From an optimization exercise on the open Yosys and OpenROAD flow, aimed at small area, a short achievable clock period and few clock cycles per item; shortcuts taken in it are not production practice.
The RTL was checked by simulation tests, not by an equivalence proof against the original design.
Power is estimated from default activity; no workload was simulated.

<file path="flow/design.v">
package mcm_pkg;
    localparam int unsigned CW = 32;
    function automatic logic [CW-1:0] coef_row(input logic [5:0] idx);
        logic [CW-1:0] c;
        case (idx)
            6'd0: c = 32'b00000000000000000000000001000000;
            6'd1: c = 32'b00000010000010000000000011000001;
            6'd2: c = 32'b00000010000000000000000101000010;
            6'd3: c = 32'b00001100010001000000010001000010;
            6'd4: c = 32'b00010100001010000000010101000010;
            6'd5: c = 32'b00010100001000000010100001000011;
            6'd6: c = 32'b00010100000010000000100001000100;
            6'd7: c = 32'b00010100000001000000100011000100;
            6'd8: c = 32'b00010100000000000000100101000100;
            6'd9: c = 32'b00010010100010010010101001000101;
            6'd10: c = 32'b00010010100000010101000001000110;
            6'd11: c = 32'b00011000010000010011000001000110;
            6'd12: c = 32'b00100000001000011000000100100110;
            6'd13: c = 32'b00100001001000011000010000100101;
            6'd14: c = 32'b00100000000010011000010100100100;
            6'd15: c = 32'b00100001000000011000100010100100;
            6'd16: c = 32'b00100010000000010100000000100100;
            6'd17: c = 32'b00100100010001010010000000100100;
            6'd18: c = 32'b00100100001010010000000100100100;
            6'd19: c = 32'b00101100001000010010010000100100;
            6'd20: c = 32'b00110100000010010000010000100100;
            6'd21: c = 32'b00110001100000100000100000100011;
            6'd22: c = 32'b00110010100000100101000000100010;
            6'd23: c = 32'b00101001010100100101000100100010;
            6'd24: c = 32'b00100000010010101000000000000010;
            6'd25: c = 32'b00100000010001101000000010000010;
            6'd26: c = 32'b00100000010000101000000100000010;
            6'd27: c = 32'b00011001010000101000010000000010;
            6'd28: c = 32'b00010000001010101000010100000010;
            6'd29: c = 32'b00010000001000101000100010000001;
            6'd30: c = 32'b00010000000010100100000000000000;
            6'd31: c = 32'b00001000000001100100000100000000;
            6'd32: c = 32'b00000100000000000000000000110000;
            6'd33: c = 32'b00000100000000000000000000110000;
            6'd34: c = 32'b01111001100000010000000010110001;
            6'd35: c = 32'b01111001100000010000000010110001;
            6'd36: c = 32'b01110010100010010000000100110010;
            6'd37: c = 32'b01110010100010010000000100110010;
            6'd38: c = 32'b01101010100001010010010000110011;
            6'd39: c = 32'b01101010100001010010010000110011;
            6'd40: c = 32'b01100010100000010000010000110100;
            6'd41: c = 32'b01100010100000010000010000110100;
            6'd42: c = 32'b01011001010100010000010010110101;
            6'd43: c = 32'b01011001010100010000010010110101;
            6'd44: c = 32'b01010000010010010000010100110110;
            6'd45: c = 32'b01010000010010010000010100110110;
            6'd46: c = 32'b01001000010001010010100000110111;
            6'd47: c = 32'b01001000010001010010100000110111;
            6'd48: c = 32'b01000000010000010000100000101000;
            6'd49: c = 32'b01000000010000010000100000101000;
            6'd50: c = 32'b10111001010000010000100010101001;
            6'd51: c = 32'b10111001010000010000100010101001;
            6'd52: c = 32'b10110000001010010000100100101010;
            6'd53: c = 32'b10110000001010010000100100101010;
            6'd54: c = 32'b10101000001001010010101000101011;
            6'd55: c = 32'b10101000001001010010101000101011;
            6'd56: c = 32'b10100000001000010101000000101100;
            6'd57: c = 32'b10100000001000010101000000101100;
            6'd58: c = 32'b10011001001000010101000010101101;
            6'd59: c = 32'b10011001001000010101000010101101;
            6'd60: c = 32'b10010000000010010101000100101110;
            6'd61: c = 32'b10010000000010010101000100101110;
            6'd62: c = 32'b10001000000001010011000000101111;
            6'd63: c = 32'b10001000000001010011000000101111;
            default: c = '0;
        endcase
        coef_row = c;
    endfunction
endpackage
module mcm_lane #(
    parameter int unsigned CW = 32
) (
    input  logic [7:0]    x,
    input  logic [CW-1:0] c,
    output logic [63:0]   y
);
    wire n1;
    wire n2;
    wire n3;
    wire n4;
    wire n5;
    wire n6;
    wire n7;
    wire n8;
    wire n9;
    wire n10;
    wire n11;
    wire n12;
    wire n13;
    wire n14;
    wire n15;
    wire n16;
    wire n17;
    wire n18;
    wire n19;
    wire n20;
    wire n21;
    wire n22;
    wire n23;
    wire n24;
    wire n25;
    wire n26;
    wire n27;
    wire n28;
    wire n29;
    wire n30;
    wire n31;
    wire n32;
    wire n33;
    wire n34;
    wire n35;
    wire n36;
    wire n37;
    wire n38;
    wire n39;
    wire n40;
    wire n41;
    wire n42;
    wire n43;
    wire n44;
    wire n45;
    wire n46;
    wire n47;
    wire n48;
    wire n49;
    wire n50;
    wire n51;
    wire n52;
    wire n53;
    wire n54;
    wire n55;
    wire n56;
    wire n57;
    wire n58;
    wire n59;
    wire n60;
    wire n61;
    wire n62;
    wire n63;
    wire n64;
    wire n65;
    wire n69;
    wire n70;
    wire n71;
    wire n72;
    wire n73;
    wire n74;
    wire n75;
    wire n76;
    wire n77;
    wire n78;
    wire n79;
    wire n80;
    wire n81;
    wire n82;
    wire n83;
    wire n84;
    wire n85;
    wire n86;
    wire n87;
    wire n88;
    wire n89;
    wire n90;
    wire n91;
    wire n92;
    wire n93;
    wire n94;
    wire n95;
    wire n96;
    wire n97;
    wire n98;
    wire n99;
    wire n100;
    wire n101;
    wire n102;
    wire n103;
    wire n104;
    wire n105;
    wire n106;
    wire n107;
    wire n108;
    wire n109;
    wire n110;
    wire n111;
    wire n112;
    wire n113;
    wire n114;
    wire n115;
    wire n116;
    wire n117;
    wire n118;
    wire n119;
    wire n120;
    wire n121;
    wire n122;
    wire n123;
    wire n124;
    wire n125;
    wire n126;
    wire n127;
    wire n128;
    wire n129;
    wire n130;
    wire n131;
    wire n132;
    wire n133;
    wire n134;
    wire n135;
    wire n136;
    wire n137;
    wire n138;
    wire n139;
    wire n140;
    wire n141;
    wire n142;
    wire n143;
    wire n144;
    wire n145;
    wire n146;
    wire n147;
    wire n148;
    wire n149;
    wire n150;
    wire n151;
    wire n152;
    wire n153;
    wire n157;
    wire n158;
    wire n159;
    wire n160;
    wire n161;
    wire n162;
    wire n163;
    wire n164;
    wire n165;
    wire n166;
    wire n167;
    wire n168;
    wire n169;
    wire n170;
    wire n171;
    wire n172;
    wire n173;
    wire n174;
    wire n175;
    wire n176;
    wire n177;
    wire n178;
    wire n179;
    wire n180;
    wire n181;
    wire n182;
    wire n183;
    wire n184;
    wire n185;
    wire n186;
    wire n187;
    wire n188;
    wire n189;
    wire n190;
    wire n191;
    wire n192;
    wire n193;
    wire n194;
    wire n195;
    wire n196;
    wire n197;
    wire n198;
    wire n199;
    wire n200;
    wire n201;
    wire n202;
    wire n203;
    wire n204;
    wire n205;
    wire n206;
    wire n207;
    wire n208;
    wire n209;
    wire n210;
    wire n211;
    wire n212;
    wire n213;
    wire n214;
    wire n215;
    wire n216;
    wire n217;
    wire n218;
    wire n219;
    wire n220;
    wire n221;
    wire n222;
    wire n223;
    wire n224;
    wire n225;
    wire n226;
    wire n227;
    wire n228;
    wire n229;
    wire n230;
    wire n231;
    wire n232;
    wire n233;
    wire n234;
    wire n235;
    wire n236;
    wire n237;
    wire n238;
    wire n239;
    wire n240;
    wire n241;
    wire n245;
    wire n246;
    wire n247;
    wire n248;
    wire n249;
    wire n250;
    wire n251;
    wire n252;
    wire n253;
    wire n254;
    wire n255;
    wire n256;
    wire n257;
    wire n258;
    wire n259;
    wire n260;
    wire n261;
    wire n262;
    wire n263;
    wire n264;
    wire n265;
    wire n266;
    wire n267;
    wire n268;
    wire n269;
    wire n270;
    wire n271;
    wire n272;
    wire n273;
    wire n274;
    wire n275;
    wire n276;
    wire n277;
    wire n278;
    wire n279;
    wire n280;
    wire n281;
    wire n282;
    wire n283;
    wire n284;
    wire n285;
    wire n286;
    wire n287;
    wire n288;
    wire n289;
    wire n290;
    wire n291;
    wire n292;
    wire n293;
    wire n294;
    wire n295;
    wire n296;
    wire n297;
    wire n298;
    wire n299;
    wire n300;
    wire n301;
    wire n302;
    wire n303;
    wire n304;
    wire n305;
    wire n306;
    wire n307;
    wire n308;
    wire n309;
    assign n1 = ~((c[0] & x[0]));
    assign n2 = ~((c[0] & x[1]));
    assign n3 = ~((c[0] & x[2]));
    assign n4 = ~((c[0] & x[3]));
    assign n5 = ~((c[0] & x[4]));
    assign n6 = ~((c[0] & x[5]));
    assign n7 = ~((c[0] & x[6]));
    assign n8 = ~((c[0] & x[7]));
    assign n9 = ~((c[1] & x[0]));
    assign n10 = ~((c[1] & x[1]));
    assign n11 = ~((c[1] & x[2]));
    assign n12 = ~((c[1] & x[3]));
    assign n13 = ~((c[1] & x[4]));
    assign n14 = ~((c[1] & x[5]));
    assign n15 = ~((c[1] & x[6]));
    assign n16 = ~((c[1] & x[7]));
    assign n17 = ~((c[2] & x[0]));
    assign n18 = ~((c[2] & x[1]));
    assign n19 = ~((c[2] & x[2]));
    assign n20 = ~((c[2] & x[3]));
    assign n21 = ~((c[2] & x[4]));
    assign n22 = ~((c[2] & x[5]));
    assign n23 = ~((c[2] & x[6]));
    assign n24 = ~((c[2] & x[7]));
    assign n25 = (c[3] & x[0]);
    assign n26 = (c[3] & x[1]) | (c[4] & x[0]);
    assign n27 = (c[3] & x[2]) | (c[4] & x[1]);
    assign n28 = (c[3] & x[3]) | (c[4] & x[2]);
    assign n29 = (c[3] & x[4]) | (c[4] & x[3]);
    assign n30 = (c[3] & x[5]) | (c[4] & x[4]);
    assign n31 = (c[3] & x[6]) | (c[4] & x[5]);
    assign n32 = (c[3] & x[7]) | (c[4] & x[6]);
    assign n33 = (c[4] & x[7]);
    assign n34 = n3 ^ n10;
    assign n35 = n3 & n10;
    assign n36 = n4 ^ n11 ^ n18;
    assign n37 = (n4 & n11) | (n18 & (n4 ^ n11));
    assign n38 = n5 ^ n12 ^ n19;
    assign n39 = (n5 & n12) | (n19 & (n5 ^ n12));
    assign n40 = n6 ^ n13 ^ n20;
    assign n41 = (n6 & n13) | (n20 & (n6 ^ n13));
    assign n42 = n7 ^ n14 ^ n21;
    assign n43 = (n7 & n14) | (n21 & (n7 ^ n14));
    assign n44 = n8 ^ n15 ^ n22;
    assign n45 = (n8 & n15) | (n22 & (n8 ^ n15));
    assign n46 = n16 ^ n23 ^ n30;
    assign n47 = (n16 & n23) | (n30 & (n16 ^ n23));
    assign n48 = n2 ^ n9;
    assign n49 = n2 & n9;
    assign n50 = n34 ^ n17 ^ 1'b1;
    assign n51 = (n34 & n17) | (1'b1 & (n34 ^ n17));
    assign n52 = n35 ^ n36 ^ n25;
    assign n53 = (n35 & n36) | (n25 & (n35 ^ n36));
    assign n54 = n37 ^ n38 ^ n26;
    assign n55 = (n37 & n38) | (n26 & (n37 ^ n38));
    assign n56 = n39 ^ n40 ^ n27;
    assign n57 = (n39 & n40) | (n27 & (n39 ^ n40));
    assign n58 = n41 ^ n42 ^ n28;
    assign n59 = (n41 & n42) | (n28 & (n41 ^ n42));
    assign n60 = n43 ^ n44 ^ n29;
    assign n61 = (n43 & n44) | (n29 & (n43 ^ n44));
    assign n62 = n45 ^ n46 ^ 1'b1;
    assign n63 = (n45 & n46) | (1'b1 & (n45 ^ n46));
    assign n64 = n47 ^ n24 ^ n31;
    assign n65 = (n47 & n24) | (n31 & (n47 ^ n24));
    wire [12:0] n66 = {1'b1, n33, n65, n63, n61, n59, n57, n55, n53, n51, n49, n48, n1};
    wire [12:0] n67 = {1'b0, 1'b1, n32, n64, n62, n60, n58, n56, n54, n52, n50, 1'b1, 1'b0};
    wire [12:0] n68 = n66 + n67 + 13'd1;
    assign y[15:0] = {{3{n68[12]}}, n68};
    assign n69 = (c[5] & x[0]);
    assign n70 = (c[5] & x[1]) | (c[6] & x[0]);
    assign n71 = (c[5] & x[2]) | (c[6] & x[1]);
    assign n72 = (c[5] & x[3]) | (c[6] & x[2]);
    assign n73 = (c[5] & x[4]) | (c[6] & x[3]);
    assign n74 = (c[5] & x[5]) | (c[6] & x[4]);
    assign n75 = (c[5] & x[6]) | (c[6] & x[5]);
    assign n76 = (c[5] & x[7]) | (c[6] & x[6]);
    assign n77 = (c[6] & x[7]);
    assign n78 = ~((c[7] & x[0]));
    assign n79 = ~((c[7] & x[1]) | (c[8] & x[0]));
    assign n80 = ~((c[7] & x[2]) | (c[8] & x[1]) | (c[9] & x[0]));
    assign n81 = ~((c[7] & x[3]) | (c[8] & x[2]) | (c[9] & x[1]));
    assign n82 = ~((c[7] & x[4]) | (c[8] & x[3]) | (c[9] & x[2]));
    assign n83 = ~((c[7] & x[5]) | (c[8] & x[4]) | (c[9] & x[3]));
    assign n84 = ~((c[7] & x[6]) | (c[8] & x[5]) | (c[9] & x[4]));
    assign n85 = ~((c[7] & x[7]) | (c[8] & x[6]) | (c[9] & x[5]));
    assign n86 = ~((c[8] & x[7]) | (c[9] & x[6]));
    assign n87 = ~((c[9] & x[7]));
    assign n88 = ~((c[10] & x[0]));
    assign n89 = ~((c[10] & x[1]) | (c[11] & x[0]));
    assign n90 = ~((c[10] & x[2]) | (c[11] & x[1]) | (c[12] & x[0]));
    assign n91 = ~((c[10] & x[3]) | (c[11] & x[2]) | (c[12] & x[1]));
    assign n92 = ~((c[10] & x[4]) | (c[11] & x[3]) | (c[12] & x[2]));
    assign n93 = ~((c[10] & x[5]) | (c[11] & x[4]) | (c[12] & x[3]));
    assign n94 = ~((c[10] & x[6]) | (c[11] & x[5]) | (c[12] & x[4]));
    assign n95 = ~((c[10] & x[7]) | (c[11] & x[6]) | (c[12] & x[5]));
    assign n96 = ~((c[11] & x[7]) | (c[12] & x[6]));
    assign n97 = ~((c[12] & x[7]));
    assign n98 = (c[13] & x[0]);
    assign n99 = (c[13] & x[1]);
    assign n100 = (c[13] & x[2]) | (c[14] & x[0]);
    assign n101 = (c[13] & x[3]) | (c[14] & x[1]);
    assign n102 = (c[13] & x[4]) | (c[14] & x[2]) | (c[15] & x[0]);
    assign n103 = (c[13] & x[5]) | (c[14] & x[3]) | (c[15] & x[1]);
    assign n104 = (c[13] & x[6]) | (c[14] & x[4]) | (c[15] & x[2]);
    assign n105 = (c[13] & x[7]) | (c[14] & x[5]) | (c[15] & x[3]);
    assign n106 = (c[14] & x[6]) | (c[15] & x[4]);
    assign n107 = (c[14] & x[7]) | (c[15] & x[5]);
    assign n108 = (c[15] & x[6]);
    assign n109 = (c[15] & x[7]);
    assign n110 = n80 ^ n88;
    assign n111 = n80 & n88;
    assign n112 = n81 ^ n89;
    assign n113 = n81 & n89;
    assign n114 = n82 ^ n90;
    assign n115 = n82 & n90;
    assign n116 = n69 ^ n83 ^ n91;
    assign n117 = (n69 & n83) | (n91 & (n69 ^ n83));
    assign n118 = n70 ^ n84 ^ n92;
    assign n119 = (n70 & n84) | (n92 & (n70 ^ n84));
    assign n120 = n71 ^ n85 ^ n93;
    assign n121 = (n71 & n85) | (n93 & (n71 ^ n85));
    assign n122 = n72 ^ n86 ^ n94;
    assign n123 = (n72 & n86) | (n94 & (n72 ^ n86));
    assign n124 = n73 ^ n87 ^ n95;
    assign n125 = (n73 & n87) | (n95 & (n73 ^ n87));
    assign n126 = n74 ^ n96 ^ n108;
    assign n127 = (n74 & n96) | (n108 & (n74 ^ n96));
    assign n128 = n75 ^ n97 ^ n109;
    assign n129 = (n75 & n97) | (n109 & (n75 ^ n97));
    assign n130 = n110 ^ n100;
    assign n131 = n110 & n100;
    assign n132 = n111 ^ n112 ^ n101;
    assign n133 = (n111 & n112) | (n101 & (n111 ^ n112));
    assign n134 = n113 ^ n114 ^ n102;
    assign n135 = (n113 & n114) | (n102 & (n113 ^ n114));
    assign n136 = n115 ^ n116 ^ n103;
    assign n137 = (n115 & n116) | (n103 & (n115 ^ n116));
    assign n138 = n117 ^ n118 ^ n104;
    assign n139 = (n117 & n118) | (n104 & (n117 ^ n118));
    assign n140 = n119 ^ n120 ^ n105;
    assign n141 = (n119 & n120) | (n105 & (n119 ^ n120));
    assign n142 = n121 ^ n122 ^ n106;
    assign n143 = (n121 & n122) | (n106 & (n121 ^ n122));
    assign n144 = n123 ^ n124 ^ n107;
    assign n145 = (n123 & n124) | (n107 & (n123 ^ n124));
    assign n146 = n125 ^ n126 ^ 1'b1;
    assign n147 = (n125 & n126) | (1'b1 & (n125 ^ n126));
    assign n148 = n127 ^ n128 ^ 1'b1;
    assign n149 = (n127 & n128) | (1'b1 & (n127 ^ n128));
    assign n150 = n129 ^ n76;
    assign n151 = n129 & n76;
    assign n152 = n77 ^ 1'b1;
    assign n153 = n77 & 1'b1;
    wire [13:0] n154 = {n151, n149, n147, n145, n143, n141, n139, n137, n135, n133, n131, n130, n79, n78};
    wire [13:0] n155 = {n152, n150, n148, n146, n144, n142, n140, n138, n136, n134, n132, 1'b1, n99, n98};
    wire [13:0] n156 = n154 + n155 + 14'd1;
    assign y[31:16] = {2'd0, n156};
    assign n157 = (c[16] & x[0]);
    assign n158 = (c[16] & x[1]) | (c[17] & x[0]);
    assign n159 = (c[16] & x[2]) | (c[17] & x[1]);
    assign n160 = (c[16] & x[3]) | (c[17] & x[2]);
    assign n161 = (c[16] & x[4]) | (c[17] & x[3]);
    assign n162 = (c[16] & x[5]) | (c[17] & x[4]);
    assign n163 = (c[16] & x[6]) | (c[17] & x[5]);
    assign n164 = (c[16] & x[7]) | (c[17] & x[6]);
    assign n165 = (c[17] & x[7]);
    assign n166 = ~((c[18] & x[0]));
    assign n167 = ~((c[18] & x[1]) | (c[19] & x[0]));
    assign n168 = ~((c[18] & x[2]) | (c[19] & x[1]) | (c[20] & x[0]));
    assign n169 = ~((c[18] & x[3]) | (c[19] & x[2]) | (c[20] & x[1]));
    assign n170 = ~((c[18] & x[4]) | (c[19] & x[3]) | (c[20] & x[2]));
    assign n171 = ~((c[18] & x[5]) | (c[19] & x[4]) | (c[20] & x[3]));
    assign n172 = ~((c[18] & x[6]) | (c[19] & x[5]) | (c[20] & x[4]));
    assign n173 = ~((c[18] & x[7]) | (c[19] & x[6]) | (c[20] & x[5]));
    assign n174 = ~((c[19] & x[7]) | (c[20] & x[6]));
    assign n175 = ~((c[20] & x[7]));
    assign n176 = ~((c[21] & x[0]));
    assign n177 = ~((c[21] & x[1]) | (c[22] & x[0]));
    assign n178 = ~((c[21] & x[2]) | (c[22] & x[1]) | (c[23] & x[0]));
    assign n179 = ~((c[21] & x[3]) | (c[22] & x[2]) | (c[23] & x[1]));
    assign n180 = ~((c[21] & x[4]) | (c[22] & x[3]) | (c[23] & x[2]));
    assign n181 = ~((c[21] & x[5]) | (c[22] & x[4]) | (c[23] & x[3]));
    assign n182 = ~((c[21] & x[6]) | (c[22] & x[5]) | (c[23] & x[4]));
    assign n183 = ~((c[21] & x[7]) | (c[22] & x[6]) | (c[23] & x[5]));
    assign n184 = ~((c[22] & x[7]) | (c[23] & x[6]));
    assign n185 = ~((c[23] & x[7]));
    assign n186 = (c[24] & x[0]);
    assign n187 = (c[24] & x[1]);
    assign n188 = (c[24] & x[2]) | (c[25] & x[0]);
    assign n189 = (c[24] & x[3]) | (c[25] & x[1]);
    assign n190 = (c[24] & x[4]) | (c[25] & x[2]) | (c[26] & x[0]);
    assign n191 = (c[24] & x[5]) | (c[25] & x[3]) | (c[26] & x[1]);
    assign n192 = (c[24] & x[6]) | (c[25] & x[4]) | (c[26] & x[2]);
    assign n193 = (c[24] & x[7]) | (c[25] & x[5]) | (c[26] & x[3]);
    assign n194 = (c[25] & x[6]) | (c[26] & x[4]);
    assign n195 = (c[25] & x[7]) | (c[26] & x[5]);
    assign n196 = (c[26] & x[6]);
    assign n197 = (c[26] & x[7]);
    assign n198 = n168 ^ n176;
    assign n199 = n168 & n176;
    assign n200 = n169 ^ n177;
    assign n201 = n169 & n177;
    assign n202 = n170 ^ n178;
    assign n203 = n170 & n178;
    assign n204 = n157 ^ n171 ^ n179;
    assign n205 = (n157 & n171) | (n179 & (n157 ^ n171));
    assign n206 = n158 ^ n172 ^ n180;
    assign n207 = (n158 & n172) | (n180 & (n158 ^ n172));
    assign n208 = n159 ^ n173 ^ n181;
    assign n209 = (n159 & n173) | (n181 & (n159 ^ n173));
    assign n210 = n160 ^ n174 ^ n182;
    assign n211 = (n160 & n174) | (n182 & (n160 ^ n174));
    assign n212 = n161 ^ n175 ^ n183;
    assign n213 = (n161 & n175) | (n183 & (n161 ^ n175));
    assign n214 = n162 ^ n184 ^ n196;
    assign n215 = (n162 & n184) | (n196 & (n162 ^ n184));
    assign n216 = n163 ^ n185 ^ n197;
    assign n217 = (n163 & n185) | (n197 & (n163 ^ n185));
    assign n218 = n198 ^ n188;
    assign n219 = n198 & n188;
    assign n220 = n199 ^ n200 ^ n189;
    assign n221 = (n199 & n200) | (n189 & (n199 ^ n200));
    assign n222 = n201 ^ n202 ^ n190;
    assign n223 = (n201 & n202) | (n190 & (n201 ^ n202));
    assign n224 = n203 ^ n204 ^ n191;
    assign n225 = (n203 & n204) | (n191 & (n203 ^ n204));
    assign n226 = n205 ^ n206 ^ n192;
    assign n227 = (n205 & n206) | (n192 & (n205 ^ n206));
    assign n228 = n207 ^ n208 ^ n193;
    assign n229 = (n207 & n208) | (n193 & (n207 ^ n208));
    assign n230 = n209 ^ n210 ^ n194;
    assign n231 = (n209 & n210) | (n194 & (n209 ^ n210));
    assign n232 = n211 ^ n212 ^ n195;
    assign n233 = (n211 & n212) | (n195 & (n211 ^ n212));
    assign n234 = n213 ^ n214 ^ 1'b1;
    assign n235 = (n213 & n214) | (1'b1 & (n213 ^ n214));
    assign n236 = n215 ^ n216 ^ 1'b1;
    assign n237 = (n215 & n216) | (1'b1 & (n215 ^ n216));
    assign n238 = n217 ^ n164;
    assign n239 = n217 & n164;
    assign n240 = n165 ^ 1'b1;
    assign n241 = n165 & 1'b1;
    wire [13:0] n242 = {n239, n237, n235, n233, n231, n229, n227, n225, n223, n221, n219, n218, n167, n166};
    wire [13:0] n243 = {n240, n238, n236, n234, n232, n230, n228, n226, n224, n222, n220, 1'b1, n187, n186};
    wire [13:0] n244 = n242 + n243 + 14'd1;
    assign y[47:32] = {2'd0, n244};
    assign n245 = ~((c[27] & x[0]));
    assign n246 = ~((c[27] & x[1]));
    assign n247 = ~((c[27] & x[2]));
    assign n248 = ~((c[27] & x[3]));
    assign n249 = ~((c[27] & x[4]));
    assign n250 = ~((c[27] & x[5]));
    assign n251 = ~((c[27] & x[6]));
    assign n252 = ~((c[27] & x[7]));
    assign n253 = ~((c[28] & x[0]));
    assign n254 = ~((c[28] & x[1]));
    assign n255 = ~((c[28] & x[2]));
    assign n256 = ~((c[28] & x[3]));
    assign n257 = ~((c[28] & x[4]));
    assign n258 = ~((c[28] & x[5]));
    assign n259 = ~((c[28] & x[6]));
    assign n260 = ~((c[28] & x[7]));
    assign n261 = ~((c[29] & x[0]));
    assign n262 = ~((c[29] & x[1]));
    assign n263 = ~((c[29] & x[2]));
    assign n264 = ~((c[29] & x[3]));
    assign n265 = ~((c[29] & x[4]));
    assign n266 = ~((c[29] & x[5]));
    assign n267 = ~((c[29] & x[6]));
    assign n268 = ~((c[29] & x[7]));
    assign n269 = (c[30] & x[0]);
    assign n270 = (c[30] & x[1]) | (c[31] & x[0]);
    assign n271 = (c[30] & x[2]) | (c[31] & x[1]);
    assign n272 = (c[30] & x[3]) | (c[31] & x[2]);
    assign n273 = (c[30] & x[4]) | (c[31] & x[3]);
    assign n274 = (c[30] & x[5]) | (c[31] & x[4]);
    assign n275 = (c[30] & x[6]) | (c[31] & x[5]);
    assign n276 = (c[30] & x[7]) | (c[31] & x[6]);
    assign n277 = (c[31] & x[7]);
    assign n278 = n247 ^ n254;
    assign n279 = n247 & n254;
    assign n280 = n248 ^ n255 ^ n262;
    assign n281 = (n248 & n255) | (n262 & (n248 ^ n255));
    assign n282 = n249 ^ n256 ^ n263;
    assign n283 = (n249 & n256) | (n263 & (n249 ^ n256));
    assign n284 = n250 ^ n257 ^ n264;
    assign n285 = (n250 & n257) | (n264 & (n250 ^ n257));
    assign n286 = n251 ^ n258 ^ n265;
    assign n287 = (n251 & n258) | (n265 & (n251 ^ n258));
    assign n288 = n252 ^ n259 ^ n266;
    assign n289 = (n252 & n259) | (n266 & (n252 ^ n259));
    assign n290 = n260 ^ n267 ^ n274;
    assign n291 = (n260 & n267) | (n274 & (n260 ^ n267));
    assign n292 = n246 ^ n253;
    assign n293 = n246 & n253;
    assign n294 = n278 ^ n261 ^ 1'b1;
    assign n295 = (n278 & n261) | (1'b1 & (n278 ^ n261));
    assign n296 = n279 ^ n280 ^ n269;
    assign n297 = (n279 & n280) | (n269 & (n279 ^ n280));
    assign n298 = n281 ^ n282 ^ n270;
    assign n299 = (n281 & n282) | (n270 & (n281 ^ n282));
    assign n300 = n283 ^ n284 ^ n271;
    assign n301 = (n283 & n284) | (n271 & (n283 ^ n284));
    assign n302 = n285 ^ n286 ^ n272;
    assign n303 = (n285 & n286) | (n272 & (n285 ^ n286));
    assign n304 = n287 ^ n288 ^ n273;
    assign n305 = (n287 & n288) | (n273 & (n287 ^ n288));
    assign n306 = n289 ^ n290 ^ 1'b1;
    assign n307 = (n289 & n290) | (1'b1 & (n289 ^ n290));
    assign n308 = n291 ^ n268 ^ n275;
    assign n309 = (n291 & n268) | (n275 & (n291 ^ n268));
    wire [12:0] n310 = {1'b1, n277, n309, n307, n305, n303, n301, n299, n297, n295, n293, n292, n245};
    wire [12:0] n311 = {1'b0, 1'b1, n276, n308, n306, n304, n302, n300, n298, n296, n294, 1'b1, 1'b0};
    wire [12:0] n312 = n310 + n311 + 13'd1;
    assign y[63:48] = {{3{n312[12]}}, n312};
endmodule
import mcm_pkg::*;
module mcm_pipe (
    input  logic         clk,
    input  logic         rst,
    input  logic         in_valid,
    output logic         in_ready,
    input  logic [31:0]  in_x,
    input  logic [4:0]   in_frac,
    input  logic         in_mode,
    output logic         out_valid,
    input  logic         out_ready,
    output logic [255:0] out_y
);
    logic                    v_q;
    logic [31:0]             x_q;
    logic [mcm_pkg::CW-1:0]  c_q;
    assign in_ready  = !v_q || out_ready;
    assign out_valid = v_q;
    always_ff @(posedge clk) begin
        if (rst) v_q <= 1'b0;
        else if (in_ready) v_q <= in_valid;
    end
    always_ff @(posedge clk) begin
        if (in_ready) begin
            x_q <= in_x;
            c_q <= mcm_pkg::coef_row({in_mode, in_frac});
        end
    end
    for (genvar ch = 0; ch < 4; ch++) begin : g_lane
        mcm_lane #(.CW(mcm_pkg::CW)) u_lane (.x(x_q[ch*8 +: 8]), .c(c_q), .y(out_y[ch*64 +: 64]));
    end
endmodule
</file>
<file path="flow/flow/run.sh">
#!/bin/bash
set -euo pipefail
cd "$(dirname "$0")/.."
export BUFFER_PORTS_ARGS="-buffer_cell sky130_fd_sc_hd__buf_2"
bash standard.sh > standard_flow.log 2>&1
</file>
<file path="flow/standard.sh">
#!/bin/bash
# synth_recipe.tcl (not shown) runs the flow's synth.tcl, then flattens the netlist and writes it again
# the make line also repeats each setting of config.mk as NAME=value (left out here)
make -C /OpenROAD-flow-scripts/flow DESIGN_CONFIG=/design/flow/config.mk WORK_HOME=/design/flow/orfs CLKGATE_MAP_FILE= SYNTH_SCRIPT=/design/flow/synth_recipe.tcl "${@:-finish}"
</file>
<file path="flow/config.mk">
export PLATFORM = sky130hd
export DESIGN_NAME = mcm_pipe
export DESIGN_NICKNAME = mcm_pipe
export VERILOG_FILES = /design/flow/design.v
export SDC_FILE = /design/flow/constraint.sdc
export NUM_CORES = 4
export LEC_CHECK = 0
export CAP_MARGIN = 20
export CORE_MARGIN = 2
export CORE_UTILIZATION = 40
export SETUP_SLACK_MARGIN = 3.75
export SLEW_MARGIN = 20
</file>
<file path="flow/constraint.sdc">
create_clock -name core_clock -period 10.0 [get_ports {clk}]
set_input_delay 2.0000 -clock core_clock [delete_from_list [all_inputs] [get_ports {clk}]]
set_output_delay 2.0000 -clock core_clock [all_outputs]
set_load 0.01 [all_outputs]
</file>
==> summary.md, run 1 <==
| Metric | Value |
|---|---|
| Post-detailed-route count of antenna-violating nets | `0` |
| Worst Path Max Fanout | `6` |
| Fmax | `159.4 MHz` |
| Hold crit path type | `flop to flop` |
| Hold_buf cts | `0` |
| Post-Synthesis Cells | `2780` |
| Worst path cell trace | `buf_4 > clkbuf_16 > a222oi_1 > fa_1 > fa_1 > ha_4 > a21o_1 > a21o_1 > o31a_1 > or4b_1 > nand3_1 > buf_2` |
| Die X | `241.2 um` |
| Critical Path AT | `4270 ps` |
| Clock latency (worst-skew pair) | `380 ps` |
| DRC viols | `0` |
| Largest cells by area after synthesis | `fa_1 (19%), ha_1 (16%), edfxtp_1 (8.5%), inv_1 (6.7%), a222oi_1 (5.7%)` |
| Critical Path End Type | `primary output` |
| Number of core rows | `86` |
| Num CTS Buffers | `9` |
| Status | `timing/DRC/antenna clean` |
| Post-synthesis sequential area ratio | `0.08626` |
| Final Hold Viols | `0` |
| Detail Placement HPWL | `50470 um` |
| Gp weighted congestion | `0.8800` |
| Worst-path clk slew | `70 ps` |
| Final period util | `0.6274` |
| Yosys cell types | `76` |
| Initial DRC count | `2302` |
| Total global routing overflow | `0` |
| Crit path largest cell delay | `560 ps` |
| Seq cells post-synth | `65` |
| GRT Util Overall | `0.2427` |
| Largest net degree at the start of global routing | `53` |
| P_leak | `12.53 nW` |
| Family with the most delay on the worst path | `adder cells` |
| Fin nets | `3549` |
| Syn Area/Cell | `8.098 um^2` |
| Die height | `241.2 um` |
| CTS tree | `yes` |
| Mapped Area | `0.02251 mm^2` |
| Final wirelength | `74240 um` |
| RSZ-0062 raised after global routing | `yes` |
| Clock sink count | `65` |
| Initial antenna violation count | `1` |
| Area grow syn2layout | `17.05%` |
| Worst Tran Pin Value | `834.2 ps` |
| Setup TNS | `0 ps` |
| Ys async rst share | `0` |
| Setup violations, final | `0` |
| # H-tree levels | `3` |
| WL per Instance | `19.74 um` |
| CTS root buffer | `clkbuf_16` |
| Critical path's slowest cell | `fa_1` |
| Max-slew violations | `0` |
| EDFF count, synth | `64` |
| Max_cap viols | `0` |
| Starting density of the core | `0.4063` |
| Share of layout cells above drive strength 1 | `0.1878` |
| Most used DFF post-synth | `edfxtp_1` |
| Critical setup path kind | `flop to primary output` |
| Routed vias/inst | `5.842` |
| Top-Level Pins | `300` |
| Number of global-route vias before repair | `20783` |
| Final Skew | `8.015 ps` |
| Register-to-register setup slack | `8280 ps` |
| Die ar. | `0.05820 mm^2` |
| TritonRoute pass-1 iters | `13` |
| Hold_ws | `751.5 ps` |
| Global-route wire length before repair | `113000 um` |
| Total number of vias | `21965` |
| Power density over the cells | `295.2 mW/mm^2` |
| I/O Buffers | `283` |
| Worst endpoint required time | `8000 ps` |
| Core Area | `0.05542 mm^2` |
| Yosys warnings | `1` |
| Tmin final | `6274 ps` |
| Worst vdd ir | `0.2103 mV` |
| Area leader, netlist | `fa_1` |
| Top cell type's share of synthesized area | `0.1921` |
| Worst Path Buf+Inv | `3` |
| Worst setup SP type | `flop` |
| Worst slew margin | `0.4439` |
| Clk buf depth | `2` |
synth_stat cells, types with 6 or more instances:
cell type	instances
o21a_1	39
a211oi_1	12
nand4_1	13
fa_1	216
and4bb_2	7
xnor2_1	107
a22oi_1	76
a222oi_1	128
a21oi_1	121
a22o_1	109
edfxtp_1	64
a31oi_1	22
nor2_1	149
buf_1	9
nand2_1	260
a21o_1	44
or3_1	8
and2_1	79
nand2b_1	24
o211ai_1	12
o21bai_1	9
nor2b_1	34
nor3_1	24
xor2_1	41
ha_1	287
buf_4	40
or2_2	10
and3b_1	6
clkbuf_1	207
a21boi_0	10
o21ai_0	98
nand3_1	24
inv_1	402
placed cells by master, fill, tap and decap left out, types with 89 or more instances in the layout:
cell type,n
a21oi_1,116
a222oi_1,128
a22o_1,109
buf_2,281
buf_4,127
fa_1,215
ha_1,268
inv_1,394
nand2_1,259
nor2_1,149
o21ai_0,89
xnor2_1,106
per-layer routing:
metal  up-vias  track usage  share of wire
met5         -            0              0
met3       103      0.02507          0.082
met4         0      0.07576          0.024
met1     10720       0.3430           0.43
li1      10115            -              -
met2      1027       0.3898           0.46
tightest hold or removal path, delay by kind of cell (launching register included):
| kind | cells | cell delay [ps] |
|---|---|---|
| compound gates | 1 | 110 |
| simple gates | 1 | 270 |
| flops | 1 | 330 |
power by group:
group          internal (W)  leakage (nW)  switching [W]
Sequential         0.000326         0.689      0.0000169
Combinational       0.00303          11.7        0.00405
Clock              0.000196         0.144       0.000166
Total               0.00355          12.5        0.00423
timing repair:
item,CTS,global route
endpoints found under the hold margin,0,0
setup endpoints to repair,59,42
gates resized for setup,43,95
pin swaps,17,63
cloned,7,5
setup buffers,69,31
registers in the layout, summed over array words and instances, names as in the netlist:
signal  cells
x_q        32
v_q         1
c_q        32
cells by family (layout without fill, tap and decap cells):
group | Yosys count | after routing | synth area share
buffers and inverters | 660 | 874 | 0.1168
XOR/XNOR | 148 | 148 | 0.05758
flip-flops | 65 | 65 | 0.08626
other | 1 | 19 | 0.0001666
AO/OA/AOI/OAI | 739 | 739 | 0.2466
adder cells (fa/ha/maj) | 503 | 503 | 0.3516
AND/OR/NAND/NOR | 659 | 659 | 0.1388
multiplexers | 5 | 5 | 0.002223
through the flow:
step           utilization  total power, W  std cells  instance area (um^2)  worst slack, ps
6_report            0.4755        0.007779       3760                 26350             3726
5_1_grt             0.4754        0.008512       3757                 26340             3619
4_1_cts             0.4611        0.007470       3721                 25550             3751
3_5_place_dp        0.4378        0.006933       3629                 24260             3482
3_3_place_gp        0.4378        0.006834       3629                 24260             3661
2_1_floorplan            -        0.004832       2795                 22570             3935
area by class of cell:
class                   instances  area (um^2)
flip-flops and latches         65         1942
repair buffers                455         3222
clock inverters                 7        76.32
fillers                      5393        29070
multi-input cells            2070        18430
inverters                     403         1513
diodes                          3        7.507
well taps                     748        935.9
clock buffers                   9        225.2
worst paths after layout:
kind          start        end  cells after the start
max          c_q[9]  out_y[27]                     12
min             v_q        v_q                      2
max reg2reg     v_q    x_q[13]                      2
min reg2reg     v_q        v_q                      2
Testbench counts, summed over its fixed seeds: cycles 9,608, items 9,600.
==> run 2: changes to the inputs <==
--- a/flow/design.v
+++ b/flow/design.v
@@ -447,5 +447,5 @@
     wire [12:0] n66 = {1'b1, n33, n65, n63, n61, n59, n57, n55, n53, n51, n49, n48, n1};
     wire [12:0] n67 = {1'b0, 1'b1, n32, n64, n62, n60, n58, n56, n54, n52, n50, 1'b1, 1'b0};
-    wire [12:0] n68 = n66 + n67 + 13'd1;
+    wire [12:0] n68 = ~((~n66) + (~n67) + 13'd0);
     assign y[15:0] = {{3{n68[12]}}, n68};
     assign n69 = (c[5] & x[0]);
@@ -536,5 +536,5 @@
     wire [13:0] n154 = {n151, n149, n147, n145, n143, n141, n139, n137, n135, n133, n131, n130, n79, n78};
     wire [13:0] n155 = {n152, n150, n148, n146, n144, n142, n140, n138, n136, n134, n132, 1'b1, n99, n98};
-    wire [13:0] n156 = n154 + n155 + 14'd1;
+    wire [13:0] n156 = ~((~n154) + (~n155) + 14'd0);
     assign y[31:16] = {2'd0, n156};
     assign n157 = (c[16] & x[0]);
@@ -625,5 +625,5 @@
     wire [13:0] n242 = {n239, n237, n235, n233, n231, n229, n227, n225, n223, n221, n219, n218, n167, n166};
     wire [13:0] n243 = {n240, n238, n236, n234, n232, n230, n228, n226, n224, n222, n220, 1'b1, n187, n186};
-    wire [13:0] n244 = n242 + n243 + 14'd1;
+    wire [13:0] n244 = ~((~n242) + (~n243) + 14'd0);
     assign y[47:32] = {2'd0, n244};
     assign n245 = ~((c[27] & x[0]));
@@ -694,5 +694,5 @@
     wire [12:0] n310 = {1'b1, n277, n309, n307, n305, n303, n301, n299, n297, n295, n293, n292, n245};
     wire [12:0] n311 = {1'b0, 1'b1, n276, n308, n306, n304, n302, n300, n298, n296, n294, 1'b1, 1'b0};
-    wire [12:0] n312 = n310 + n311 + 13'd1;
+    wire [12:0] n312 = ~((~n310) + (~n311) + 13'd0);
     assign y[63:48] = {{3{n312[12]}}, n312};
 endmodule
--- a/flow/config.mk
+++ b/flow/config.mk
@@ -9,4 +9,4 @@
 export CORE_MARGIN = 2
 export CORE_UTILIZATION = 40
-export SETUP_SLACK_MARGIN = 3.75
+export SETUP_SLACK_MARGIN = 3.5
 export SLEW_MARGIN = 20
==> summary.md, run 2 <==
| Metric | Value |
|---|---|
| Worst Tran Pin Value | `1011 ps` |
| Routed vias/inst | `5.918` |
| Final core utilization | `0.4474` |
| EDFF count, synth | `64` |
| Status | `timing/DRC/antenna clean` |
| Dpl cell area | `0.02457 mm^2` |
| Worst Path Max Fanout | `7` |
| Yosys cell types | `78` |
| Die ar. | `0.05907 mm^2` |
| Core Area | `0.05650 mm^2` |
| Commonest non-fill, non-tap cell in the layout | `inv_1` |
| # H-tree levels | `3` |
| Setup TNS | `0 ps` |
| Ys async rst share | `0` |
| Global-route wire length before repair | `116000 um` |
| Total number of vias | `21802` |
| Top-count cell post-synth | `inv_1` |
| Seq cells post-synth | `65` |
| Setup violations, final | `0` |
| Fin nets | `3467` |
| CP most frequent cell | `inv_1` |
| Area leader, netlist | `fa_1` |
| HP Start | `v_q` |
| Number of core rows | `87` |
| Family with the most delay on the worst path | `adder cells` |
| Most used DFF post-synth | `edfxtp_1` |
| Syn Area/Cell | `8.233 um^2` |
| Register area | `0.001942 mm^2` |
| Critical Path End Type | `primary output` |
| Worst endpoint required time | `8000 ps` |
| Area grow syn2layout | `10.58%` |
| R2R depth | `2` |
| Final Hold Viols | `0` |
| Critical path's slowest cell | `edfxtp_1` |
| Final Skew | `15.58 ps` |
| Critical setup path kind | `flop to primary output` |
| Post-detailed-route count of antenna-violating nets | `0` |
| GR Util met3 | `0.03041` |
| Largest regs | `c_q x32, x_q x32, v_q x1` |
| Worst Path Buf+Inv | `5` |
| Register-to-register setup slack | `8360 ps` |
| Critical Path AT | `4310 ps` |
| Multi-input combinational cell area | `0.01847 mm^2` |
| Top cell type's share of synthesized area | `0.1892` |
| Starting density of the core | `0.4046` |
| Mapped Area | `0.02286 mm^2` |
| Clock sink count | `65` |
| GRT Max-Usage Layer | `met2` |
| Power density over the cells | `299.0 mW/mm^2` |
| RR Startpoint | `v_q` |
| WL per Instance | `19.76 um` |
| Final wirelength | `72790 um` |
| Worst slew margin | `0.3263` |
| Worst setup SP type | `flop` |
| Hold depth | `3` |
| RSZ-0062 raised after global routing | `no` |
| Fmax | `158.5 MHz` |
| Crit path largest cell delay | `560 ps` |
| Hold crit path type | `flop to flop` |
| Met1 GRT Util | `0.3104` |
| CTS tree | `yes` |
| Clk buf depth | `2` |
| FILL cells | `5654` |
| Worst vdd ir | `0.1822 mV` |
| GRT Util Overall | `0.2402` |
| Gp weighted congestion | `0.9078` |
| List of most frequent post-synthesis cells | `inv_1 (362), nand2_1 (290), ha_1 (287)` |
| I/O Buffers | `283` |
| Detail Placement HPWL | `52310 um` |
| Worst path cell trace | `buf_4 > a222oi_1 > inv_1 > fa_1 > inv_1 > fa_1 > inv_1 > ha_1 > a21o_1 > a21oi_1 > o311ai_0 > a311oi_1 > buf_2` |
| Die height | `243.0 um` |
| P_leak | `12.02 nW` |
| R2r endpoint | `c_q[21]` |
| Largest net degree at the start of global routing | `66` |
| Top-Level Pins | `300` |
| Post-CTS resize count | `0` |
| Worst-path clk slew | `70 ps` |
| Final period util | `0.6307` |
| CTS root buffer | `clkbuf_16` |
| TritonRoute pass-1 iters | `10` |
| Num CTS Buffers | `9` |
| Post-synthesis sequential area ratio | `0.08496` |
| Hold_buf cts | `0` |
| Max_cap viols | `0` |
| Initial DRC count | `2250` |
| Total Power | `0.007556 W` |
| Number of global-route vias before repair | `21727` |
| Most frequent cells in the layout | `inv_1 (362), nand2_1 (290), ha_1 (287), buf_2 (283), fa_1 (216)` |
| Initial antenna violation count | `6` |
| Clock latency (worst-skew pair) | `370 ps` |
| Max-slew violations | `0` |
| Routing usage on met2 | `0.4183` |
| DRC viols | `0` |
| Die X | `243.0 um` |
| Largest cells by area after synthesis | `fa_1 (19%), ha_1 (16%), edfxtp_1 (8.4%), inv_1 (5.9%), a222oi_1 (5.6%)` |
| Hold Crit Endpoint | `v_q` |
| Total global routing overflow | `0` |
| Post-Synthesis Cells | `2776` |
| Finished Cell Area | `0.02527 mm^2` |
| Tmin final | `6307 ps` |
| Share of layout cells above drive strength 1 | `0.1507` |
| Hold_ws | `1118 ps` |
| Yosys warnings | `1` |
-- run 2: worst max path at each step --
stage,from,end,slack (ps),cells after the start
floorplan,out_ready,in_ready,4340,1
global placement,x_q[6],out_y[45],3870,11
detailed placement,x_q[6],out_y[45],3780,11
CTS,c_q[12],out_y[29],3500,12
global route,c_q[7],out_y[156],3510,12
finish,x_q[22],out_y[172],3690,13
-- run 2: area by class of cell --
class	count	area share
diodes	1	0.00009901
clock buffers	9	0.008911
repair buffers	380	0.08921
clock inverters	7	0.002376
multi-input cells	2100	0.7308
inverters	366	0.05436
well taps	756	0.03743
flip-flops and latches	65	0.07683
-- run 2: timing repair --
action / in CTS / in global routing
setup buffers: 12 / 31
endpoints found under the setup margin: 9 / 16
cloned: 0 / 0
pin swaps: 0 / 1
-- run 2: logic make-up (layout without fill, tap and decap cells) --
logic type,Yosys count,after routing,share of synthesized area
DFF,65,65,0.08496
AOI/OAI and AO/OA,769,769,0.2592
adders and majority gates,503,503,0.3463
xor gates and xnor gates,157,157,0.06016
and+or+nand+nor,638,638,0.1319
buffers and inverters,626,762,0.1097
other,1,17,0.0001641
muxes,17,17,0.007554
-- run 2: worst register-to-register path, stage by stage (launching register included) --
cell	delay, ps
dfxtp_1	340
nand2b_4	80
buf_4	740
-- run 2: stage by stage --
| step | setup WS [ps] | std cells |
|---|---|---|
| after detailed placement | 3775 | 3624 |
| after floorplan | 4340 | 2791 |
| after global routing | 3514 | 3683 |
| after CTS | 3503 | 3652 |
| final | 3693 | 3684 |
| after global placement | 3867 | 3622 |
-- run 2: power by group --
group          total, W  switching [W]  internal [W]
sequential     0.000346      0.0000210      0.000325
combinational   0.00687        0.00402       0.00285
clock          0.000335       0.000163      0.000173
-- run 2: layer usage --
| metal | share of wire | vias to the layer above | routed length (um) |
|---|---|---|---|
| li1 | - | 10080 | - |
| met1 | 0.42 | 10706 | 30530 |
| met2 | 0.49 | 896 | 35560 |
| met3 | 0.067 | 110 | 4876 |
| met4 | 0.024 | 10 | 1761 |
| met5 | 0.00091 | - | 66 |
Testbench counts of run 2, summed over its fixed seeds: cycles 9,608, items 9,600.
==> run 3: changes to the inputs <==
--- a/flow/config.mk
+++ b/flow/config.mk
@@ -9,4 +9,4 @@
 export CORE_MARGIN = 2
 export CORE_UTILIZATION = 40
-export SETUP_SLACK_MARGIN = 3.5
+export SETUP_SLACK_MARGIN = 4
 export SLEW_MARGIN = 20
==> summary.md, run 3 <==
| Metric | Value |
|---|---|
| Routing usage on met2 | `0.4249` |
| Clock sink count | `65` |
| Final Skew | `13.96 ps` |
| Global-route wire length before repair | `118500 um` |
| EDFF count, synth | `64` |
| Fmax | `165.3 MHz` |
| I/O Buffers | `283` |
| Critical Path End Type | `primary output` |
| Initial DRC count | `2707` |
| GRT Max-Usage Layer | `met2` |
| List of most frequent post-synthesis cells | `inv_1 (362), nand2_1 (290), ha_1 (287)` |
| Setup TNS | `0 ps` |
| P_leak | `12.84 nW` |
| Max-slew violations | `0` |
| Worst Tran Pin Value | `1003 ps` |
| Commonest non-fill, non-tap cell in the layout | `inv_1` |
| Total number of vias | `22550` |
| Seq cells post-synth | `65` |
| Hold_buf cts | `0` |
| Power density over the cells | `320.1 mW/mm^2` |
| Area grow syn2layout | `22.34%` |
| WL per Instance | `20.92 um` |
| Clk buf depth | `2` |
| CTS root buffer | `clkbuf_16` |
| Status | `timing/DRC/antenna clean` |
| Worst Path Max Fanout | `6` |
| Worst slew margin | `0.3313` |
| Worst vdd ir | `0.1972 mV` |
| # H-tree levels | `3` |
| Yosys warnings | `1` |
| Final period util | `0.6051` |
| Die ar. | `0.05907 mm^2` |
| FILL cells | `5381` |
| Number of core rows | `87` |
| Post-Synthesis Cells | `2776` |
| Share of layout cells above drive strength 1 | `0.2399` |
| Top-count cell post-synth | `inv_1` |
| Largest cells by area after synthesis | `fa_1 (19%), ha_1 (16%), edfxtp_1 (8.4%), inv_1 (5.9%), a222oi_1 (5.6%)` |
| Worst endpoint required time | `8000 ps` |
| Total Power | `0.008950 W` |
| Tmin final | `6051 ps` |
| Most frequent cells in the layout | `inv_1 (345), nand2_1 (286), buf_2 (281), ha_1 (217), fa_1 (213)` |
| Initial antenna violation count | `6` |
| Mapped Area | `0.02286 mm^2` |
| Die X | `243.0 um` |
| Area leader, netlist | `fa_1` |
| Top cell type's share of synthesized area | `0.1892` |
| Largest net degree at the start of global routing | `66` |
| DRC viols | `0` |
| Met1 GRT Util | `0.3186` |
| Dpl cells | `3624` |
| GR Util met3 | `0.03096` |
| Most used DFF post-synth | `edfxtp_1` |
| Worst-path clk slew | `80 ps` |
| GRT Util Overall | `0.2457` |
| Worst setup SP type | `flop` |
| Detail Placement HPWL | `52310 um` |
| Fin nets | `3550` |
| Die height | `243.0 um` |
| Largest regs | `c_q x32, x_q x32, v_q x1` |
| RSZ-0062 raised after global routing | `yes` |
| Top-Level Pins | `300` |
| Final Hold Viols | `0` |
| Hold crit path type | `flop to flop` |
| Fin cells | `3767` |
| Num CTS Buffers | `9` |
| Yosys cell types | `78` |
| Final setup margin | `3949 ps` |
| Worst slack, placed | `3775 ps` |
| Post-detailed-route count of antenna-violating nets | `0` |
| Routed vias/inst | `5.986` |
| Gp weighted congestion | `0.9078` |
| Syn Area/Cell | `8.233 um^2` |
| Final wirelength | `78820 um` |
| CTS tree | `yes` |
| Clock latency (worst-skew pair) | `380 ps` |
| Critical Path AT | `4050 ps` |
| Post-synthesis sequential area ratio | `0.08496` |
| Setup violations, final | `0` |
| Ys async rst share | `0` |
| Starting density of the core | `0.4046` |
| Number of global-route vias before repair | `22133` |
| Max_cap viols | `0` |
| Total global routing overflow | `0` |
| TritonRoute pass-1 iters | `12` |
| Critical setup path kind | `flop to primary output` |
| Core Area | `0.05650 mm^2` |
==> run 3: cell counts after synthesis <==
Identical to the previous run, type by type.
==> run 3: path summary, 6_finish.rpt <==
check / startpoint / end / slack [ps] / cells after the start
max: c_q[22] / out_y[172] / 3950 / 16
min: v_q / v_q / 1120 / 3
max reg2reg: v_q / c_q[1] / 8370 / 2
min reg2reg: v_q / v_q / 1120 / 3
==> run 3: area by class of cell <==
type                       count  area [um^2]  share of cell area
multi-input combinational   2100        19860              0.7101
timing repair buffer         463         3557              0.1272
sequential                    65         1942             0.06945
inverter                     366         1374             0.04913
tap                          756        945.9             0.03383
clock buffer                   9        225.2            0.008054
clock inverter                 7        60.06            0.002148
antenna                        1        2.502          0.00008949
==> run 3: cells by family (layout without fill, tap and decap cells) <==
family	after synthesis	after routing	synth area share
AOI/OAI and AO/OA	769	769	0.2592
and+or+nand+nor	638	638	0.1319
buffers and inverters	626	845	0.1097
adders and majority gates	503	503	0.3463
xor gates and xnor gates	157	157	0.06016
DFF	65	65	0.08496
muxes	17	17	0.007554
other	1	17	0.0001641
==> run 3: layer usage <==
metal,vias to the layer above,part of all wire
li1,10252,-
met1,11192,0.41
met2,944,0.49
met3,152,0.073
met4,10,0.031
met5,-,0.00084
==> run 3: worst max-delay path, stage by stage, from the launching register on <==
cell	delay (ps)
edfxtp_1	440
buf_6	150
buf_12	120
buf_4	130
a222oi_1	300
ha_1	290
inv_1	70
fa_1	450
ha_4	340
nand2_1	100
o31ai_4	210
a221o_1	280
buf_4	140
buf_6	100
a21oi_2	50
a311oi_1	270
buf_2	200
==> run 3: metrics by stage <==
step	utilization	hold WS, ps	area (um^2)
2_1_floorplan	-	1992	22910
3_3_place_gp	0.4343	1132	24540
3_5_place_dp	0.4349	1166	24570
4_1_cts	0.4596	1183	25970
5_1_grt	0.4949	1222	27960
6_report	0.4949	1120	27960
==> run 3: power by group <==
group          switching [W]  internal, W  total [W]
clock network       0.000168     0.000173   0.000340
registers          0.0000172     0.000326   0.000343
logic                0.00454      0.00372    0.00827
total                0.00473      0.00422    0.00895
==> run 3: what timing repair did <==
action | 4_1_cts | 5_1_grt
pin swaps | 47 | 198
buffers inserted | 59 | 55
cloned | 3 | 9
gates resized for setup | 74 | 257
endpoints found under the setup margin | 83 | 79
==> run 4: changes to the inputs <==
--- a/flow/design.v
+++ b/flow/design.v
@@ -447,5 +447,5 @@
     wire [12:0] n66 = {1'b1, n33, n65, n63, n61, n59, n57, n55, n53, n51, n49, n48, n1};
     wire [12:0] n67 = {1'b0, 1'b1, n32, n64, n62, n60, n58, n56, n54, n52, n50, 1'b1, 1'b0};
-    wire [12:0] n68 = ~((~n66) + (~n67) + 13'd0);
+    wire [12:0] n68 = ~((~n66) - n67 - 13'd1);
     assign y[15:0] = {{3{n68[12]}}, n68};
     assign n69 = (c[5] & x[0]);
@@ -536,5 +536,5 @@
     wire [13:0] n154 = {n151, n149, n147, n145, n143, n141, n139, n137, n135, n133, n131, n130, n79, n78};
     wire [13:0] n155 = {n152, n150, n148, n146, n144, n142, n140, n138, n136, n134, n132, 1'b1, n99, n98};
-    wire [13:0] n156 = ~((~n154) + (~n155) + 14'd0);
+    wire [13:0] n156 = ~((~n154) - n155 - 14'd1);
     assign y[31:16] = {2'd0, n156};
     assign n157 = (c[16] & x[0]);
@@ -625,5 +625,5 @@
     wire [13:0] n242 = {n239, n237, n235, n233, n231, n229, n227, n225, n223, n221, n219, n218, n167, n166};
     wire [13:0] n243 = {n240, n238, n236, n234, n232, n230, n228, n226, n224, n222, n220, 1'b1, n187, n186};
-    wire [13:0] n244 = ~((~n242) + (~n243) + 14'd0);
+    wire [13:0] n244 = ~((~n242) - n243 - 14'd1);
     assign y[47:32] = {2'd0, n244};
     assign n245 = ~((c[27] & x[0]));
@@ -694,5 +694,5 @@
     wire [12:0] n310 = {1'b1, n277, n309, n307, n305, n303, n301, n299, n297, n295, n293, n292, n245};
     wire [12:0] n311 = {1'b0, 1'b1, n276, n308, n306, n304, n302, n300, n298, n296, n294, 1'b1, 1'b0};
-    wire [12:0] n312 = ~((~n310) + (~n311) + 13'd0);
+    wire [12:0] n312 = ~((~n310) - n311 - 13'd1);
     assign y[63:48] = {{3{n312[12]}}, n312};
 endmodule
--- a/flow/config.mk
+++ b/flow/config.mk
@@ -9,4 +9,4 @@
 export CORE_MARGIN = 2
 export CORE_UTILIZATION = 40
-export SETUP_SLACK_MARGIN = 4
+export SETUP_SLACK_MARGIN = 3.5
 export SLEW_MARGIN = 20
==> summary.md, run 4 <==
| Metric | Value |
|---|---|
| Status | `timing/DRC/antenna clean` |
| Gp weighted congestion | `0.8973` |
| Dpl cell area | `0.02380 mm^2` |
| Die ar. | `0.05713 mm^2` |
| GRT Util Overall | `0.2339` |
| Critical Path End Type | `primary output` |
| Worst setup SP type | `flop` |
| Antenna cells | `0` |
| Routed vias/inst | `5.943` |
| Most used DFF post-synth | `edfxtp_1` |
| Compound-Gate Fraction of Synth Area | `0.2465` |
| Starting density of the core | `0.4026` |
| Hold_buf cts | `0` |
| Worst Tran Pin Value | `766.3 ps` |
| Initial antenna violation count | `4` |
| TritonRoute pass-1 iters | `9` |
| Post-synthesis sequential area ratio | `0.08789` |
| Post-detailed-route count of antenna-violating nets | `0` |
| Final Hold Viols | `0` |
| Power density over the cells | `300.9 mW/mm^2` |
| Worst slack, placed | `3462 ps` |
| Sequential power share | `0.047` |
| Top cell type's share of synthesized area | `0.1957` |
| Area leader, netlist | `fa_1` |
| DRC viols | `0` |
| Ys async rst share | `0` |
| Crit path largest cell delay | `490 ps` |
| Mux share of post-synthesis cell area | `0.002832` |
| P_sw | `0.004078 W` |
| Max-slew violations | `0` |
| XOR/XNOR Fraction of Synth Area | `0.07017` |
| Critical path's slowest cell | `a222oi_1` |
| Dpl cells | `3469` |
| Setup TNS | `0 ps` |
| RSZ-0062 raised after global routing | `no` |
| Syn Area/Cell | `8.300 um^2` |
| CP most frequent cell | `fa_1` |
| Largest family of logic cells by synthesized area | `adder cells` |
| Area share of fa/ha/maj cells after synthesis | `0.3571` |
| CTS root buffer | `clkbuf_16` |
| Top-count cell post-synth | `inv_1` |
| Largest net degree at the start of global routing | `49` |
| Clock latency (worst-skew pair) | `370 ps` |
| Clock sink count | `65` |
| P_leak | `11.90 nW` |
| Finished Cell Area | `0.02463 mm^2` |
| Fmax | `155.7 MHz` |
| Setup violations, final | `0` |
| Number of core rows | `86` |
| Final setup margin | `3578 ps` |
| Worst Path Max Fanout | `16` |
| Top-Level Pins | `300` |
| # H-tree levels | `3` |
| Part of the power in the clock network | `0.050` |
| Largest cells by area after synthesis | `fa_1 (20%), ha_1 (16%), edfxtp_1 (8.7%), a222oi_1 (5.8%), inv_1 (5.8%)` |
| List of most frequent post-synthesis cells | `inv_1 (341), nand2_1 (297), ha_1 (285)` |
| Worst path cell trace | `buf_12 > a222oi_1 > fa_1 > inv_1 > fa_1 > ha_2 > or3_4 > o22ai_4 > o22ai_1 > a311o_1 > a21oi_2 > xor2_2 > buf_2` |
| WL per Instance | `19.57 um` |
| Total global routing overflow | `0` |
| Stages on worst setup path | `13` |
| Sw frac | `0.5503` |
| I/O Buffers | `283` |
| Worst vdd ir | `0.2314 mV` |
| Largest regs | `c_q x32, x_q x32, v_q x1` |
| Worst-path clk slew | `70 ps` |
| Tmin final | `6422 ps` |
| Number of global-route vias before repair | `20198` |
| Critical setup path kind | `flop to primary output` |
| Num CTS Buffers | `9` |
| Clk buf depth | `2` |
| Post-synthesis simple-gate area fraction | `0.1269` |
| Worst Path Buf+Inv | `3` |
| R2R depth | `2` |
| Hold crit path type | `flop to flop` |
| Max_cap viols | `0` |
| Most frequent cells in the layout | `inv_1 (341), nand2_1 (297), buf_2 (283), ha_1 (281), fa_1 (216)` |
| Fin cells | `3526` |
| Yosys warnings | `1` |
| Worst endpoint required time | `8000 ps` |
| Die height | `239.0 um` |
| Worst slew margin | `0.4891` |
| Mapped Area | `0.02209 mm^2` |
| Final Skew | `13.21 ps` |
| Die X | `239.0 um` |
| Comb power frac | `0.904` |
| Family with the most delay on the worst path | `compound AO/OA/AOI/OAI gates` |
| Post-Synthesis Cells | `2662` |
| Global-route wire length before repair | `108000 um` |
| Share of layout cells above drive strength 1 | `0.1524` |
| CTS tree | `yes` |
| Pint | `0.003333 W` |
| Final wirelength | `69000 um` |
| Seq cells post-synth | `65` |
| Hold depth | `2` |
| EDFF count, synth | `64` |
| Critical Path AT | `4420 ps` |
| Area grow syn2layout | `11.47%` |
| Commonest non-fill, non-tap cell in the layout | `inv_1` |
| Detail Placement HPWL | `49460 um` |
| Fin nets | `3360` |
| Final period util | `0.6422` |
| Total number of vias | `20954` |
| Core Area | `0.05488 mm^2` |
| Initial DRC count | `2156` |
| Final core utilization | `0.4488` |
| Yosys cell types | `70` |
[run 4: metrics by stage]
stage	total power, W	hold slack, ps
after floorplan	0.004786	1992
after global placement	0.006811	783.8
after detailed placement	0.006898	803.2
after CTS	0.007340	814.5
after global routing	0.008146	845.3
final	0.007411	779.9
[run 4: cell type report]
| class | count | area [um^2] |
|---|---|---|
| Timing Repair Buffer | 384 | 2251 |
| Multi-Input combinational cell | 2014 | 17950 |
| Inverter | 343 | 1287 |
| Clock buffer | 9 | 225.2 |
| Tap cell | 704 | 880.8 |
| Clock inverter | 7 | 93.84 |
| Fill cell | 5429 | 30250 |
| Sequential cell | 65 | 1942 |
[run 4: metal layers]
metal | wire length [um] | up-vias | global-route usage
met5 | 0 | - | 0
li1 | - | 9650 | -
met2 | 31020 | 953 | 0.3721
met4 | 1281 | 0 | 0.05473
met1 | 30490 | 10258 | 0.3373
met3 | 6209 | 93 | 0.02818
[run 4: tightest hold or removal path: stages (launching register included)]
cell and delay, ps:
dfxtp_1 330, nand2b_4 290, a21oi_1 110
[run 4: timing repair]
action / CTS / global route
pin swaps: 1 / 18
buffers inserted: 30 / 10
gates cloned: 0 / 1
gates resized for setup: 1 / 29
endpoints found under the setup margin: 16 / 23
[run 4: worst paths after layout]
path | endpoint | startpoint | slack (ps)
worst max register to register | x_q[26] | v_q | 8320
worst min-delay path | v_q | v_q | 780
worst max-delay path | out_y[108] | x_q[9] | 3580
worst min register to register | v_q | v_q | 780
[run 4: cells by family (layout without fill, tap and decap cells)]
kind of cell	Yosys count	after routing
buffers and inverters	598	743
other	1	16
multiplexers	5	5
AND/OR/NAND/NOR	596	596
XOR/XNOR	177	177
AO/OA/AOI/OAI	719	719
adder cells (fa/ha/maj)	501	501
flip-flops	65	65
[run 4: power groups by stage]
stage / Clock, W / Combinational (W) / Sequential [W]
finish: 0.000368 / 0.00670 / 0.000345
global route: 0.000383 / 0.00742 / 0.000347
CTS: 0.000378 / 0.00662 / 0.000346
detailed placement: 0 / 0.00652 / 0.000376
global placement: 0 / 0.00644 / 0.000373
floorplan: 0 / 0.00444 / 0.000350
Testbench counts of run 4, summed over its fixed seeds: cycles 9,608, items 9,600.

## what the ideal ports hide
No port has a modelled driver above. Below, the same layouts with a new extraction and two added sets of constraints. Step 1 (the two cells are an assumption about what drives the block):
set clk [get_ports {clk}]
set_driving_cell -lib_cell sky130_fd_sc_hd__clkbuf_16 $clk
set_driving_cell -lib_cell sky130_fd_sc_hd__buf_2 [delete_from_list [all_inputs] $clk]
Step 2 adds t to the input delays and takes it off the output delays; t is the mean of the earliest and latest rising clock arrival at the registers after step 1. Input paths then give back, and output paths get back, about the clock's delay inside the block. Slacks: no drivers / after step 1 / after step 2; pairs: no drivers / after step 1.
run	t (ns)	setup slack, ns	worst setup path at the end	worst data-port slew with drivers (ns)	cell pins on the clock port's net
run 1	0.420	3.726 / 3.676 / 4.097	register to output	0.08	1
run 2	0.423	3.693 / 3.638 / 4.061	register to output	0.08	1
run 3	0.430	3.949 / 3.894 / 4.324	register to output	0.08	1
run 4	0.412	3.578 / 3.531 / 3.944	register to output	0.04	1
After both steps setup and hold are still met in every run listed.
